Background: an optimization exercise with open tools, aiming at small area, a short achievable clock period and few clock cycles per item. Do not read the settings as production practice. The RTL was checked by simulation tests, not by an equivalence proof against the original design.

<file path="design/flow/constraint.sdc">
create_clock -name core_clock -period 14.0 [get_ports {i_clk}]
set_input_delay 2.8000 -clock core_clock [delete_from_list [all_inputs] [get_ports {i_clk}]]
set_output_delay 2.8000 -clock core_clock [all_outputs]
set_load 0.01 [all_outputs]
</file>
<file path="design/flow/run.sh">
#!/bin/bash
# synth_recipe.tcl (not shown) runs the flow's synth.tcl, then flattens the netlist and writes it again
# the make line also repeats each setting of config.mk as NAME=value (left out here)
make -C /OpenROAD-flow-scripts/flow DESIGN_CONFIG=/design/flow/config.mk WORK_HOME=/design/flow/orfs CLKGATE_MAP_FILE= SYNTH_SCRIPT=/design/flow/synth_recipe.tcl finish
</file>
<file path="design/flow/config.mk">
export PLATFORM = sky130hd
export DESIGN_NAME = depth_to_point_unprojection
export DESIGN_NICKNAME = depth_to_point_unprojection
export VERILOG_FILES = /design/flow/design.v
export SDC_FILE = /design/flow/constraint.sdc
export NUM_CORES = 4
export LEC_CHECK = 0
export CAP_MARGIN = 20
export CORE_MARGIN = 2
export CORE_UTILIZATION = 40
export PLACE_DENSITY = 0.6
export SLEW_MARGIN = 20
</file>
<file path="design/flow/design.v">
package dpu_pkg;
    localparam logic [2:0] REG_WIDTH  = 3'd0;
    localparam logic [2:0] REG_HEIGHT = 3'd1;
    localparam logic [2:0] REG_CSTR   = 3'd2;
    localparam logic [2:0] REG_RSTR   = 3'd3;
    localparam logic [2:0] REG_NEAR   = 3'd4;
    localparam logic [2:0] REG_FAR    = 3'd5;
    localparam logic [2:0] REG_IFX    = 3'd6;
    localparam logic [2:0] REG_IFY    = 3'd7;
    localparam logic [24:0] ONE_Q24 = 25'h1000000;
    typedef struct packed {
        logic [23:0] depth;
        logic [18:0] off_x;    
        logic [18:0] off_y;    
    } t_job;
endpackage
import dpu_pkg::*;
module dpu_front #(
    parameter int MAX_DIM    = 4096,
    parameter int MAX_STRIDE = 64
) (
    input  logic        i_clk,
    input  logic        i_rst_n,
    input  logic        i_valid,
    input  logic        i_stall_q,
    input  logic [24:0] i_depth_code,
    input  logic [12:0] i_image_width,
    input  logic [12:0] i_image_height,
    input  logic [6:0]  i_column_stride,
    input  logic [6:0]  i_row_stride,
    output logic        o_stall,
    output logic        o_push,
    output dpu_pkg::t_job        o_job
);
    localparam int DW = $clog2(MAX_DIM + 1);
    localparam int SW = $clog2(MAX_STRIDE + 1);
    logic [DW-1:0] r_col, r_row, n_col, n_row, w, h;
    logic [SW-1:0] r_cph, r_rph, n_cph, n_rph, cs, rs;
    logic          acc, keep;
    always_comb begin
        w  = (i_image_width == '0) ? DW'(1) :
             ({19'b0, i_image_width} > 32'(MAX_DIM)) ? DW'(MAX_DIM) : DW'(i_image_width);
        h  = (i_image_height == '0) ? DW'(1) :
             ({19'b0, i_image_height} > 32'(MAX_DIM)) ? DW'(MAX_DIM) : DW'(i_image_height);
        cs = (i_column_stride == '0) ? SW'(1) :
             ({25'b0, i_column_stride} > 32'(MAX_STRIDE)) ? SW'(MAX_STRIDE) :
             SW'(i_column_stride);
        rs = (i_row_stride == '0) ? SW'(1) :
             ({25'b0, i_row_stride} > 32'(MAX_STRIDE)) ? SW'(MAX_STRIDE) :
             SW'(i_row_stride);
    end
    assign o_stall = i_stall_q;
    assign acc     = i_valid && !i_stall_q;
    assign keep    = (r_cph == '0) && (r_rph == '0) && (i_depth_code < ONE_Q24);
    assign o_push  = acc && keep;
    assign o_job.depth = i_depth_code[23:0];
    assign o_job.off_x = 19'({1'b0, r_col, 1'b0}) - 19'(w);
    assign o_job.off_y = 19'({1'b0, r_row, 1'b0}) - 19'(h);
    always_comb begin
        n_col = r_col; n_row = r_row; n_cph = r_cph; n_rph = r_rph;
        if ({1'b0, r_col} + 1'b1 >= {1'b0, w}) begin
            n_col = '0;
            n_cph = '0;
            if ({1'b0, r_row} + 1'b1 >= {1'b0, h}) begin
                n_row = '0;
                n_rph = '0;
            end else begin
                n_row = r_row + 1'b1;
                n_rph = ({1'b0, r_rph} + 1'b1 >= {1'b0, rs}) ? '0 : r_rph + 1'b1;
            end
        end else begin
            n_col = r_col + 1'b1;
            n_cph = ({1'b0, r_cph} + 1'b1 >= {1'b0, cs}) ? '0 : r_cph + 1'b1;
        end
    end
    always_ff @(posedge i_clk) begin
        if (!i_rst_n) begin
            r_col <= '0; r_row <= '0; r_cph <= '0; r_rph <= '0;
        end else if (acc) begin
            r_col <= n_col; r_row <= n_row; r_cph <= n_cph; r_rph <= n_rph;
        end
    end
endmodule
import dpu_pkg::*;
module dpu_queue (
    input  logic i_clk,
    input  logic i_rst_n,
    input  logic i_push,
    input  dpu_pkg::t_job i_job,
    output logic o_full,
    output logic o_valid,
    input  logic i_pop,
    output dpu_pkg::t_job o_job
);
    logic [61:0] r_mem [2];    
    logic       r_wp, r_rp;
    logic [1:0] r_cnt;
    assign o_full  = r_cnt == 2'd2;
    assign o_valid = r_cnt != 2'd0;
    assign o_job   = r_mem[r_rp];
    always_ff @(posedge i_clk) begin
        if (i_push) r_mem[r_wp] <= i_job;
        if (!i_rst_n) begin
            r_wp <= 1'b0; r_rp <= 1'b0; r_cnt <= 2'd0;
        end else begin
            if (i_push) r_wp <= ~r_wp;
            if (i_pop)  r_rp <= ~r_rp;
            r_cnt <= r_cnt + {1'b0, i_push} - {1'b0, i_pop};
        end
    end
endmodule
module dpu_div (
    input  logic        i_clk,
    input  logic        i_rst_n,
    input  logic        i_start,
    input  logic [63:0] i_nf,
    input  logic [57:0] i_den,
    output logic        o_done,
    output logic [63:0] o_quo
);
    logic [6:0]  r_cnt;
    logic        r_busy;
    logic [58:0] r_rem;
    logic [63:0] r_q, r_lo;
    logic [57:0] r_den;
    logic [59:0] sh;
    logic [58:0] dif;
    assign sh  = {r_rem, r_lo[63]};
    assign dif = 59'(sh) - {1'b0, r_den};
    assign o_quo = r_q;
    always_ff @(posedge i_clk) begin
        o_done <= 1'b0;
        if (!i_rst_n) begin
            r_busy <= 1'b0;
            o_done <= 1'b0;
        end else if (i_start) begin
            r_rem <= {35'b0, i_nf[63:40]};
            r_lo  <= {i_nf[39:0], 24'b0};
            r_den <= i_den;
            r_q   <= '0;
            if (i_den == '0) begin
                o_done <= 1'b1;       
            end else if ({35'b0, i_nf[63:40]} >= {1'b0, i_den}) begin
                r_q <= '1;
                o_done <= 1'b1;
            end else begin
                r_busy <= 1'b1;
                r_cnt  <= 7'd64;
            end
        end else if (r_busy) begin
            if (sh >= {2'b0, r_den}) begin
                r_rem <= dif;
                r_q   <= {r_q[62:0], 1'b1};
            end else begin
                r_rem <= sh[58:0];
                r_q   <= {r_q[62:0], 1'b0};
            end
            r_lo  <= {r_lo[62:0], 1'b0};
            r_cnt <= r_cnt - 1'b1;
            if (r_cnt == 7'd1) begin
                r_busy <= 1'b0;
                o_done <= 1'b1;
            end
        end
    end
endmodule
import dpu_pkg::*;
module dpu_back (
    input  logic        i_clk,
    input  logic        i_rst_n,
    input  logic        i_valid,
    input  dpu_pkg::t_job        i_job,
    output logic        o_pop,
    input  logic [31:0] i_near,
    input  logic [31:0] i_far,
    input  logic [31:0] i_ifx,
    input  logic [31:0] i_ify,
    output logic        o_valid,
    input  logic        i_stall,
    output logic [31:0] o_x,
    output logic [31:0] o_y,
    output logic [31:0] o_z
);
    typedef enum logic [3:0] {
        S_IDLE, S_M1, S_M2, S_DEN, S_DIV, S_AX, S_PX, S_AY, S_PY, S_OUT
    } t_state;
    t_state      r_st;
    dpu_pkg::t_job        r_job;
    logic [63:0] r_p, r_q;
    logic [57:0] r_den;
    logic [57:0] den_sum;
    logic [63:0] r_z;
    logic [49:0] r_a;       
    logic [81:0] r_acc;
    logic [2:0]  r_part;
    logic        r_neg;
    logic        div_start, div_done;
    logic [63:0] div_q;
    logic [17:0] mag;
    logic        offneg;
    logic [18:0] off;
    logic [31:0] inv;
    logic [31:0] apart;
    logic [31:0] zpart;
    logic [63:0] pp;
    logic [81:0] addend;
    logic        addovf;
    logic [82:0] addsum;
    logic [48:0] val;
    logic [31:0] sat;
    assign o_pop     = (r_st == S_IDLE) && i_valid;
    assign div_start = (r_st == S_DEN);
    assign den_sum   = r_den + 58'(r_q);
    dpu_div u_div (
        .i_clk(i_clk), .i_rst_n(i_rst_n), .i_start(div_start),
        .i_nf(r_p), .i_den(den_sum), .o_done(div_done), .o_quo(div_q)
    );
    assign off    = (r_st == S_AX || r_st == S_PX) ? r_job.off_x : r_job.off_y;
    assign inv    = (r_st == S_AX || r_st == S_PX) ? i_ifx : i_ify;
    assign offneg = off[18];
    assign mag    = offneg ? 18'(-off) : off[17:0];
    assign apart  = r_part[1] ? 32'(r_a[49:32]) : r_a[31:0];
    assign zpart  = r_part[0] ? r_z[63:32] : r_z[31:0];
    assign pp     = 64'(apart) * 64'(zpart);
    always_comb begin
        case (r_part)
            3'd1, 3'd2: begin
                addend = {pp[49:0], 32'b0};
                addovf = pp[63:50] != '0;
            end
            3'd3: begin
                addend = {pp[17:0], 64'b0};
                addovf = pp[63:18] != '0;
            end
            default: begin
                addend = 82'(pp);
                addovf = 1'b0;
            end
        endcase
    end
    assign addsum = {1'b0, r_acc} + {1'b0, addend};
    assign val    = (r_acc[81:33] != '0 && r_acc[81:64] != '0) ? '1 : r_acc[81:33];
    function automatic logic [31:0] f_sat(input logic [63:0] m, input logic neg);
        if (neg) f_sat = (m >= 64'h80000000) ? 32'h80000000 : 32'd0 - m[31:0];
        else     f_sat = (m > 64'h7FFFFFFF) ? 32'h7FFFFFFF : m[31:0];
    endfunction
    assign sat = f_sat({15'b0, val}, r_neg);
    always_ff @(posedge i_clk) begin
        if (!i_rst_n) begin
            r_st    <= S_IDLE;
            o_valid <= 1'b0;
        end else begin
            case (r_st)
                S_IDLE: if (i_valid) begin
                    r_job <= i_job;
                    r_st  <= S_M1;
                end
                S_M1: begin
                    r_p <= 64'(i_near) * 64'(i_far);
                    r_q <= 64'(i_far) * 64'(25'(ONE_Q24 - {1'b0, r_job.depth}));
                    r_st <= S_M2;
                end
                S_M2: begin
                    r_den <= 58'(r_q);
                    r_q   <= 64'(i_near) * 64'(r_job.depth);
                    r_st  <= S_DEN;
                end
                S_DEN: begin
                    r_den <= den_sum;
                    r_st  <= S_DIV;
                end
                S_DIV: if (div_done) begin
                    r_z  <= div_q;
                    r_st <= S_AX;
                end
                S_AX, S_AY: begin
                    r_a    <= 50'(mag) * 50'(inv);
                    r_neg  <= (r_st == S_AY) ? !offneg : offneg;
                    r_acc  <= '0;
                    r_part <= 3'd0;
                    r_st   <= (r_st == S_AX) ? S_PX : S_PY;
                end
                S_PX, S_PY: begin
                    if (r_part != 3'd4) begin
                        r_acc  <= (addovf || addsum[82]) ? '1 : addsum[81:0];
                        r_part <= r_part + 3'd1;
                    end else begin
                        if (r_st == S_PX) begin
                            o_x  <= sat;
                            r_st <= S_AY;
                        end else begin
                            o_y     <= sat;
                            o_z     <= f_sat(r_z, 1'b1);
                            o_valid <= 1'b1;
                            r_st    <= S_OUT;
                        end
                    end
                end
                S_OUT: if (!i_stall) begin
                    o_valid <= 1'b0;
                    r_st    <= S_IDLE;
                end
                default: r_st <= S_IDLE;
            endcase
        end
    end
endmodule
import dpu_pkg::*;
module depth_to_point_unprojection #(
    parameter int MAX_DIM    = 4096,
    parameter int MAX_STRIDE = 64
) (
    input  logic        i_clk,
    input  logic        i_rst_n,
    input  logic        i_valid,
    output logic        o_stall,
    input  logic [24:0] i_depth_code,
    output logic        o_valid,
    input  logic        i_stall,
    output logic [31:0] o_point_x,
    output logic [31:0] o_point_y,
    output logic [31:0] o_point_z,
    input  logic        i_cfg_we,
    input  logic [2:0]  i_cfg_index,
    input  logic [31:0] i_cfg_data
);
    logic [12:0] r_w, r_h;
    logic [6:0]  r_cs, r_rs;
    logic [31:0] r_near, r_far, r_ifx, r_ify;
    logic        push, qfull, qvalid, pop;
    dpu_pkg::t_job        fjob, bjob;
    always_ff @(posedge i_clk) begin
        if (!i_rst_n) begin
            r_w <= 13'd1200; r_h <= 13'd900; r_cs <= 7'd10; r_rs <= 7'd10;
            r_near <= 32'd655; r_far <= 32'd3276800;
            r_ifx <= 32'd2966000; r_ify <= 32'd2966000;
        end else if (i_cfg_we) begin
            case (i_cfg_index)
                REG_WIDTH:  r_w    <= i_cfg_data[12:0];
                REG_HEIGHT: r_h    <= i_cfg_data[12:0];
                REG_CSTR:   r_cs   <= i_cfg_data[6:0];
                REG_RSTR:   r_rs   <= i_cfg_data[6:0];
                REG_NEAR:   r_near <= i_cfg_data;
                REG_FAR:    r_far  <= i_cfg_data;
                REG_IFX:    r_ifx  <= i_cfg_data;
                REG_IFY:    r_ify  <= i_cfg_data;
                default: ;
            endcase
        end
    end
    dpu_front #(.MAX_DIM(MAX_DIM), .MAX_STRIDE(MAX_STRIDE)) u_front (
        .i_clk(i_clk), .i_rst_n(i_rst_n), .i_valid(i_valid), .i_stall_q(qfull),
        .i_depth_code(i_depth_code), .i_image_width(r_w), .i_image_height(r_h),
        .i_column_stride(r_cs), .i_row_stride(r_rs),
        .o_stall(o_stall), .o_push(push), .o_job(fjob)
    );
    dpu_queue u_queue (
        .i_clk(i_clk), .i_rst_n(i_rst_n), .i_push(push), .i_job(fjob),
        .o_full(qfull), .o_valid(qvalid), .i_pop(pop), .o_job(bjob)
    );
    dpu_back u_back (
        .i_clk(i_clk), .i_rst_n(i_rst_n), .i_valid(qvalid), .i_job(bjob), .o_pop(pop),
        .i_near(r_near), .i_far(r_far), .i_ifx(r_ifx), .i_ify(r_ify),
        .o_valid(o_valid), .i_stall(i_stall),
        .o_x(o_point_x), .o_y(o_point_y), .o_z(o_point_z)
    );
endmodule
</file>
==> run notes <==
==> metal layers <==
layer | up-vias | part of all wire, % | track usage [%]
li1 | 63300 | - | -
met3 | 1282 | 7.1 | 4.07
met4 | 6 | 5.5 | 11.6
met1 | 73700 | 41 | 33.2
met5 | - | 0.025 | 0.170
met2 | 5316 | 46 | 40.6
==> how the worst max path moves through the flow <==
stage	startpoint	to	slack, ns	cells after the start
after detailed placement	u_back.r_part[0]$_SDFFCE_PP0P_	u_back.r_acc[29]$_SDFFCE_PP0P_	0.56	40
after global placement	u_back.r_part[0]$_SDFFCE_PP0P_	u_back.r_acc[34]$_SDFFCE_PP0P_	0.76	40
after CTS	u_back.r_part[0]$_SDFFCE_PP0P_	u_back.r_acc[25]$_SDFFCE_PP0P_	0.57	40
final	u_back.r_part[1]$_SDFFCE_PP0P_	u_back.r_acc[25]$_SDFFCE_PP0P_	0.98	43
after global routing	u_back.r_part[1]$_SDFFCE_PP0P_	u_back.r_acc[29]$_SDFFCE_PP0P_	0.26	41
after floorplan	u_back.r_part[1]$_SDFFCE_PP0P_	u_back.r_acc[38]$_SDFFCE_PP0P_	2.36	44
==> cell type report <==
| class | count | area (sq um) | area share, % |
|---|---|---|---|
| clock inverters | 82 | 832 | 0.410 |
| diodes | 13 | 32.5 | 0.0160 |
| clock buffers | 168 | 3710 | 1.83 |
| repair buffers | 539 | 4500 | 2.22 |
| flip-flops and latches | 1084 | 30400 | 15.0 |
| inverters | 3769 | 14200 | 6.99 |
| multi-input cells | 14900 | 141000 | 69.7 |
| well taps | 6223 | 7790 | 3.84 |
==> logic make-up (layout without fill, tap and decap cells) <==
logic type	count (synthesis)	count (layout)	share of synthesized area [%]
adders and majority gates	4951	4951	47.2
other	2	109	0.00398
DFF	1084	1084	16.1
AOI/OAI and AO/OA	2179	2179	7.25
buffers and inverters	4852	4558	9.72
and+or+nand+nor	6842	6842	15.8
muxes	250	250	1.42
xor gates and xnor gates	541	541	2.51
==> synthesized netlist by cell type, types with 178 or more instances <==
cell / n / share of area [%]
inv_1: 3766 / 7.5
dfxtp_1: 219 / 2.3
a21oi_1: 718 / 1.9
and2_1: 788 / 2.6
nand3_1: 178 / 0.47
a21o_1: 286 / 1.1
nand2_1: 4020 / 8.0
o21ai_0: 423 / 1.1
ha_1: 1329 / 8.8
fa_1: 3622 / 38
xnor2_1: 311 / 1.4
edfxtp_1: 865 / 14
clkbuf_1: 999 / 2.0
xor2_1: 230 / 1.1
nor2_1: 1085 / 2.2
==> metrics by stage <==
step	instances	area [sq um]	util [%]	hold slack (ns)
2_1_floorplan	20800	189000	-	0.400
5_1_grt	26700	203000	43.1	0.438
3_3_place_gp	26500	198000	42.1	0.404
4_1_cts	26700	203000	43.0	0.422
3_5_place_dp	26500	198000	42.1	0.418
6_report	26700	203000	43.1	0.422
==> state kept, by name, indices dropped and copies added, names as in the netlist, 13 cells and up <==
register	flops
u_back.r_acc	82
u_back.r_job	54
u_front.r_col	13
u_back.u_div.r_den	58
u_back.r_q	57
r_far	32
u_front.r_row	13
r_near	32
u_back.u_div.r_rem	59
u_back.r_a	50
u_queue.r_mem	108
u_back.o_x	32
r_ifx	32
u_back.o_z	32
u_back.u_div.r_lo	40
u_back.r_p	64
u_back.r_z	64
u_back.r_den	58
u_back.u_div.r_q	64
r_h	13
r_w	13
r_ify	32
u_back.o_y	32
==> layout by cell type (no fill, tap or decap), types with 372 or more instances in the layout <==
cell      instances
nand2_1        4020
inv_1          3765
fa_1           3622
ha_1           1329
nor2_1         1078
edfxtp_1        865
and2_1          786
a21oi_1         715
o21ai_0         421
buf_4           372
==> reports/metrics.yaml <==
outcome: "finished clean"
crit_family: "adder cells"
worstHoldPathType: "reg2reg"
synth_cell_types: 111
synth-main-ff-cell: "edfxtp_1"
grt_setup_unrepaired: "false"
worst-path-buf-inv: 12
grt_overflow_total: 0
cts_setup_buffers: 0
vias: 144000
grt_pass1_vias: 151000
avgSynthCellArea_sq_um: 9.13
worst_pin_slew_ns: 1.18
critPathMaxFanout: 42
critPathCaptureType: "register"
place_ws_ns: 0.561
portBuffers: 162
drc: 0
cts_max_path_buffers: 4
fmax_mhz: 76.8
viasPerCell: 5.37
min_from: "u_back.u_div.r_q[63]$_DFFE_PP_"
nets: 25400
yosys_register_bits: 1084
async_flop_share_pct: 0
worst-endpoint-required_ns: 14.58
finalSetupViolCount: 0
ys_seq_area_share_pct: 16.1
worstPathArrival_ns: 13.61
rrSetupSlack_ns: 0.98
postCtsHoldBufs: 0
finClkSkew_ns: 0.0785
antenna_found_initial: 20
fin_ws_ns: 0.975
fillers: 46100
grt_max_degree: 87
antenna_left: 0
finalSetupTns_ns: 0
cpMostUsedCell: "fa_1"
h-tree-depth: 4
die_area_sq_mm: 0.478
drt-initial-drc-count: 11300
finalCriticalPeriod_ns: 13.02
synth_area_sq_mm: 0.189
rows: 252
slowest_delay_ns: 0.70
cts_tree: "done"
syn_inst: 20700
drive_above_1_share_pct: 4.84
routed_wirelength_microns: 599000
min_path_cells: 0
cts.clk_slew.worst_paths_ns: 0.07
setup.worst_path.start_class: "register"
criticalPathCategory: "reg2reg"
reg2reg_depth: 43
cts-root-buf: "clkbuf_16"
area_growth_pct: 7.30
chipHeight_microns: 691
synth_edf_count: 865
dpl.hpwl_microns: 467000
cts_num_sinks: 1084
die-width_microns: 691
grt_pass1_wl_microns: 921000
synth_warnings: 5
maxSlewViolCount: 0
first_pass_iters: 6
cp_slowest_cell: "nor2b_2"
min_delay_worst_endpoint: "u_back.r_z[63]$_DFFE_PP_"
core_sq_mm: 0.471
cts_resized: 0
r2r_start: "u_back.r_part[1]$_SDFFCE_PP0P_"
initial_core_util_pct: 40.1
io_pins: 163
avgRoutedWirePerCell_microns: 22.4
hold_viol_final: 0
clk-insertion-delay-late_ns: 0.87
cts_buffers: 138
relSlewSlack_pct: 20.6
max_cap_viol_count: 0
grt_usage_pct: 25.1
r2r_end: "u_back.r_acc[25]$_SDFFCE_PP0P_"
period_share_pct: 93.0
gp_congestion: 0.977
Testbench counts, summed over its fixed seeds: cycles 192,383, points 2,345.

separate check: timing with driven ports:
The flow's constraints put no driver on any port. The routed layout listed below was extracted and timed again, unchanged, in two steps.
Step 1 assumes that a clkbuf_16 drives the clock port and a buf_2 every other input.
Step 2 also shifts input and output timing later by t, the mid clock arrival at the registers, as if the neighbouring blocks saw the same clock.
Slacks: no drivers / after step 1 / after step 2; pairs: no drivers / after step 1.
t, ns: 0.952
setup WS [ns]: 0.975 / 0.975 / 0.975
worst register clock-pin slew, ns: 0.08 / 0.08
After both steps this run still meets setup and hold. For this run, drivers alone change the setup slack by 0.000 ns; drivers and shift together by 0.000 ns.
